What follows belongs to an exercise in optimizing a design on an open flow for small area, a short achievable clock period and few clock cycles per item; a production flow would make more cautious choices.
Where RTL was checked, it was by simulation tests only, not by an equivalence proof against the original.
Power and IR drop assume default switching activity.

Setup of red:
==> module dmx_ctrl, before the edit <==
module dmx_ctrl (
    input  logic      clk,
    input  logic      rstn,
    input  logic      cfg_valid_i,
    input  dmx_pkg::dmx_cfg_t  cfg_i,
    output logic      cfg_ready_o,
    input  logic      dram_empty_i,
    input  logic      smem_empty_i,
    input  logic      out_free_i,
    input  logic      ready_i,
    input  logic      valid_i,
    input  logic      rep_last_i,
    input  logic      beat_last_i,
    output logic      load_o,
    output logic      accept_o,
    output logic      dram_pop_o,
    output logic      smem_pop_o,
    output logic      bcast_o,
    output dmx_pkg::dmx_cfg_t  nxt_cfg_o,
    output logic [2:0] nxt_z_o
);
    logic     nxt_v;
    logic     nxt_bc;
    logic [2:0] nxt_z;
    dmx_pkg::dmx_cfg_t nxt_cfg;
    logic     cur_v;
    logic     cur_bc;
    logic     cfg_take;
    logic     cur_free;
    assign cfg_ready_o = !nxt_v;
    assign cfg_take    = cfg_valid_i && !nxt_v;
    dmx_pop u_smem_pop (
        .go_i      (cur_v),
        .a_empty_i (smem_empty_i),
        .b_empty_i (dram_empty_i),
        .ready_i   (ready_i),
        .valid_i   (valid_i),
        .pop_o     (smem_pop_o)
    );
    dmx_pop u_dram_pop (
        .go_i      (cur_v && rep_last_i),
        .a_empty_i (smem_empty_i),
        .b_empty_i (dram_empty_i),
        .ready_i   (ready_i),
        .valid_i   (valid_i),
        .pop_o     (dram_pop_o)
    );
    assign accept_o = smem_pop_o;
    assign cur_free = !cur_v || (accept_o && beat_last_i);
    assign load_o   = nxt_v && cur_free;
    always_ff @(posedge clk) begin
        if (!rstn) begin
            nxt_v <= 1'b0;
        end else if (cfg_take) begin
            nxt_v <= (cfg_i.proc != dmx_pkg::PROC_IDLE);
        end else if (load_o) begin
            nxt_v <= 1'b0;
        end
    end
    always_ff @(posedge clk) begin
        if (cfg_take) begin
            nxt_cfg <= cfg_i;
            nxt_bc  <= (cfg_i.proc == dmx_pkg::PROC_MXV) || (cfg_i.proc == dmx_pkg::PROC_VXV);
            nxt_z   <= {cfg_i.cnt2 == '0, cfg_i.cnt1 == '0, cfg_i.cnt0 == '0};
        end
    end
    always_ff @(posedge clk) begin
        if (!rstn) begin
            cur_v <= 1'b0;
        end else if (cur_free) begin
            cur_v <= nxt_v;
        end
    end
    always_ff @(posedge clk) begin
        if (load_o) begin
            cur_bc <= nxt_bc;
        end
    end
    assign bcast_o   = cur_bc;
    assign nxt_cfg_o = nxt_cfg;
    assign nxt_z_o   = nxt_z;
endmodule
clock: 5.0 ns
lec_check: 0
abc_clock_period_in_ps: 2400
cap_margin: 20
core_area: 5 5 325 325
die_area: 0 0 330 330
setup_slack_margin: 2.7
slew_margin: 20
synth_hierarchical: 1
synth_minimum_keep_size: 0
standard.sh (not shown) runs the stock make flow with config.mk's settings and CLKGATE_MAP_FILE= SYNTH_SCRIPT=/design/flow/synth_recipe.tcl, a recipe that flattens the netlist after the stock synthesis.
==> flow/flow/run.sh <==
#!/bin/bash
# Standard layout (the standard.sh, unchanged synthesis), with the port
# buffers made from the smallest buffer instead of the resizer's default pick.
set -o pipefail
bash standard.sh BUFFER_PORTS_ARGS="-buffer_cell sky130_fd_sc_hd__buf_1" finish > standard.log 2>&1
## Diff of input files: blue against red
diff --git a/flow/design.v b/flow/design.v
--- a/flow/design.v
+++ b/flow/design.v
@@ -117,11 +117,18 @@
         .b_empty_i (dram_empty_i),
         .ready_i   (ready_i),
         .valid_i   (valid_i),
         .pop_o     (dram_pop_o)
     );
-    assign accept_o = smem_pop_o;
+    dmx_accept u_accept (
+        .go_i      (cur_v),
+        .a_empty_i (smem_empty_i),
+        .b_empty_i (dram_empty_i),
+        .ready_i   (ready_i),
+        .valid_i   (valid_i),
+        .accept_o  (accept_o)
+    );
     assign cur_free = !cur_v || (accept_o && beat_last_i);
     assign load_o   = nxt_v && cur_free;
     always_ff @(posedge clk) begin
         if (!rstn) begin
             nxt_v <= 1'b0;
@@ -162,10 +169,20 @@
     input  logic valid_i,
     output logic pop_o
 );
     assign pop_o = go_i && !a_empty_i && !b_empty_i && (ready_i || !valid_i);
 endmodule
+module dmx_accept (
+    input  logic go_i,
+    input  logic a_empty_i,
+    input  logic b_empty_i,
+    input  logic ready_i,
+    input  logic valid_i,
+    output logic accept_o
+);
+    assign accept_o = go_i && !a_empty_i && !b_empty_i && (ready_i || !valid_i);
+endmodule
 module dmx_datapath (
     input  logic             clk,
     input  logic             rstn,
     input  logic             ready_i,
     input  logic             accept_i,
==> comparison <==
- In terms of stage delay of the slowest cell on the critical path, red and blue differ only marginally.
- Relative to red, the final routed wirelength across all metal layers of blue is higher by 2600 um.
- First-pass GRT wire length, blue and red: smaller value in red
- From red to blue the numbers moved as follows: maximum frequency up 1.8%; worst hold slack flat; total power barely changed; number of nets in the synthesized netlist flat.
Testbench counts of blue, summed over its fixed seeds: cycles 7,825, items 7,792.
For red, only the layout was checked, not whether the RTL still works.

Setup of before:
Another version of the RTL of ipm_dmx (not shown whole).
For scale: roughly 1,600 cells after synthesis, ~1,100 I/O pins, ~22,000 µm² of cells after synthesis.
==> module dmx_datapath, before the edit <==
module dmx_datapath (
    input  logic             clk,
    input  logic             rstn,
    input  logic             ready_i,
    input  logic             accept_i,
    input  logic             bcast_i,
    input  dmx_pkg::lane_vec_t        dram_data_i,
    input  dmx_pkg::lane_vec_t        smem_data_i,
    input  logic [dmx_pkg::SEL_W-1:0] smem_sel_i,
    output dmx_pkg::lane_vec_t        dout_weight_o,
    output dmx_pkg::lane_vec_t        dout_act_o,
    output logic             valid_o,
    output logic             out_free_o
);
    logic                       valid_q;
    dmx_pkg::lane_vec_t         w_q;
    dmx_pkg::lane_vec_t         a_q;
    logic [dmx_pkg::NUM_PE*dmx_pkg::LANE_W-1:0] smem_flat;
    assign smem_flat  = smem_data_i;
    assign out_free_o = !valid_q || ready_i;
    always_ff @(posedge clk) begin
        if (!rstn) begin
            valid_q <= 1'b0;
        end else if (out_free_o) begin
            valid_q <= accept_i;
        end
    end
    logic                       ld;
    logic                       ld_uni;
    logic                       hold;
    logic [dmx_pkg::LANE_W-1:0] ld_bc_lane;
    logic [dmx_pkg::NUM_PE*dmx_pkg::LANE_W-1:0] dram_flat;
    logic [dmx_pkg::NUM_PE*dmx_pkg::LANE_W-1:0] w_flat;
    logic [dmx_pkg::NUM_PE*dmx_pkg::LANE_W-1:0] a_flat;
    assign dram_flat = dram_data_i;
    assign w_q       = w_flat;
    assign a_q       = a_flat;
    assign ld         = out_free_o;
    assign hold       = !out_free_o;
    assign ld_uni     = out_free_o && !bcast_i;
    logic [dmx_pkg::NUM_PE-1:0] bc_oh;
    dmx_bc_dec u_bc_dec (
        .sel_i  (smem_sel_i),
        .en_i   (out_free_o && bcast_i),
        .oh_o   (bc_oh)
    );
    dmx_bc_sel u_bc_sel (
        .data_i (smem_flat),
        .oh_i   (bc_oh),
        .lane_o (ld_bc_lane)
    );
    for (genvar l = 0; l < dmx_pkg::NUM_PE; l++) begin : g_lane
        dmx_lane_reg u_w (
            .clk    (clk),
            .d_i    (dram_flat[l*dmx_pkg::LANE_W +: dmx_pkg::LANE_W]),
            .ld_i   (ld),
            .hold_i (hold),
            .q_o    (w_flat[l*dmx_pkg::LANE_W +: dmx_pkg::LANE_W])
        );
        dmx_act_reg u_a (
            .clk    (clk),
            .d_i    (smem_flat[l*dmx_pkg::LANE_W +: dmx_pkg::LANE_W]),
            .bc_i   (ld_bc_lane),
            .ld_i   (ld_uni),
            .hold_i (hold),
            .q_o    (a_flat[l*dmx_pkg::LANE_W +: dmx_pkg::LANE_W])
        );
    end
    assign dout_weight_o = w_q;
    assign dout_act_o    = a_q;
    assign valid_o       = valid_q;
endmodule
==> module dmx_bc_dec, before the edit <==
module dmx_bc_dec (
    input  logic [dmx_pkg::SEL_W-1:0]  sel_i,
    input  logic                       en_i,
    output logic [dmx_pkg::NUM_PE-1:0] oh_o
);
    for (genvar k = 0; k < dmx_pkg::NUM_PE; k++) begin : g_oh
        assign oh_o[k] = en_i && (sel_i == k);
    end
endmodule
==> module dmx_bc_sel, before the edit <==
module dmx_bc_sel (
    input  logic [dmx_pkg::NUM_PE*dmx_pkg::LANE_W-1:0] data_i,
    input  logic [dmx_pkg::NUM_PE-1:0]                 oh_i,
    output logic [dmx_pkg::LANE_W-1:0]                 lane_o
);
    always_comb begin
        lane_o = '0;
        for (int k = 0; k < dmx_pkg::NUM_PE; k++) begin
            lane_o = lane_o | (data_i[k*dmx_pkg::LANE_W +: dmx_pkg::LANE_W]
                               & {dmx_pkg::LANE_W{oh_i[k]}});
        end
    end
endmodule
clock: 5.0 ns
lec_check: 0
abc_clock_period_in_ps: 2400
cap_margin: 20
core_area: 5 5 325 325
die_area: 0 0 330 330
setup_slack_margin: 2.4
slew_margin: 20
synth_hierarchical: 1
synth_minimum_keep_size: 0
Scripts as last shown in full above: flow/flow/run.sh
For after, these inputs were changed with respect to before:
--- a/flow/design.v
+++ b/flow/design.v
@@ -197,10 +197,12 @@
 );
     logic                       valid_q;
     dmx_pkg::lane_vec_t         w_q;
     dmx_pkg::lane_vec_t         a_q;
+    logic [dmx_pkg::LANE_W-1:0] bc_lane;
     logic [dmx_pkg::NUM_PE*dmx_pkg::LANE_W-1:0] smem_flat;
     assign smem_flat  = smem_data_i;
+    assign bc_lane    = smem_flat[smem_sel_i*dmx_pkg::LANE_W +: dmx_pkg::LANE_W];
     assign out_free_o = !valid_q || ready_i;
     always_ff @(posedge clk) begin
         if (!rstn) begin
             valid_q <= 1'b0;
@@ -220,19 +222,9 @@
     assign a_q       = a_flat;
     assign ld         = out_free_o;
     assign hold       = !out_free_o;
     assign ld_uni     = out_free_o && !bcast_i;
-    logic [dmx_pkg::NUM_PE-1:0] bc_oh;
-    dmx_bc_dec u_bc_dec (
-        .sel_i  (smem_sel_i),
-        .en_i   (out_free_o && bcast_i),
-        .oh_o   (bc_oh)
-    );
-    dmx_bc_sel u_bc_sel (
-        .data_i (smem_flat),
-        .oh_i   (bc_oh),
-        .lane_o (ld_bc_lane)
-    );
+    assign ld_bc_lane = bc_lane & {dmx_pkg::LANE_W{out_free_o && bcast_i}};
     for (genvar l = 0; l < dmx_pkg::NUM_PE; l++) begin : g_lane
         dmx_lane_reg u_w (
             .clk    (clk),
             .d_i    (dram_flat[l*dmx_pkg::LANE_W +: dmx_pkg::LANE_W]),
@@ -275,30 +267,8 @@
     always_ff @(posedge clk) begin
         q_o <= (d_i & {dmx_pkg::LANE_W{ld_i}}) | (q_o & {dmx_pkg::LANE_W{hold_i}}) | bc_i;
     end
 endmodule
-module dmx_bc_dec (
-    input  logic [dmx_pkg::SEL_W-1:0]  sel_i,
-    input  logic                       en_i,
-    output logic [dmx_pkg::NUM_PE-1:0] oh_o
-);
-    for (genvar k = 0; k < dmx_pkg::NUM_PE; k++) begin : g_oh
-        assign oh_o[k] = en_i && (sel_i == k);
-    end
-endmodule
-module dmx_bc_sel (
-    input  logic [dmx_pkg::NUM_PE*dmx_pkg::LANE_W-1:0] data_i,
-    input  logic [dmx_pkg::NUM_PE-1:0]                 oh_i,
-    output logic [dmx_pkg::LANE_W-1:0]                 lane_o
-);
-    always_comb begin
-        lane_o = '0;
-        for (int k = 0; k < dmx_pkg::NUM_PE; k++) begin
-            lane_o = lane_o | (data_i[k*dmx_pkg::LANE_W +: dmx_pkg::LANE_W]
-                               & {dmx_pkg::LANE_W{oh_i[k]}});
-        end
-    end
-endmodule
 module ipm_dmx (
     input  logic             clk,
     input  logic             rstn,
     input  logic             cfg_valid_i,
Notes after the runs:
after vs before on sequential share of power: after is the higher one. after ended up with a lower wire length of the first global-routing pass than before did. Going from before to after, routed wire length shrank by more than 10%. after ended with less number of combinational gates with multiple inputs than before. On count of TritonRoute iterations in the first routing pass, the higher figure sits with after, not before. Area inside the core boundary essentially unchanged between after and before. Row layout overhead on the synthesized area: after lower / before higher. When the final numbers for after and before were put side by side, the share of layout cells above drive strength 1 turned out to be smaller in after. Looking at the reports, after completed the entire flow and the layout it produced met the timing, design-rule and antenna checks. Row power share of the combinational group: after lower / before higher.
Testbench counts of after, summed over its fixed seeds: cycles 7,825, items 7,792.
The RTL of before was laid out without a check of its function.

-- re-timing with driven ports --
No port has a modelled driver above. Below, the same layouts with a new extraction and two added sets of constraints.
Step 1 (the two cells are an assumption about what drives the block):
set clk [get_ports {clk}]
set_driving_cell -lib_cell sky130_fd_sc_hd__clkbuf_16 $clk
set_driving_cell -lib_cell sky130_fd_sc_hd__buf_2 [delete_from_list [all_inputs] $clk]
Step 2 moves the port delays by t, midway between the first and last clock arrival at a register: inputs arrive t later, outputs are due t later. That takes back most of the time a late clock gives input paths.
a / b / c = ideal / step 1 / step 2; a / b = the first two.
run | t (ns) | setup slack, ns | latest minus earliest clock arrival (ns)
red | 0.677 | 2.427 / 2.376 / 1.891 | 0.035 / 0.035
blue | 0.675 | 2.473 / 2.364 / 1.689 | 0.023 / 0.023
before | 0.695 | 2.167 / 2.172 / 1.477 | 0.028 / 0.028
after | 0.689 | 2.397 / 2.261 / 1.572 | 0.036 / 0.036
After both steps every run listed still meets setup and hold. The setup slack of after, which loses most, moves by -0.136 ns with the drivers and by -0.825 ns with both steps.
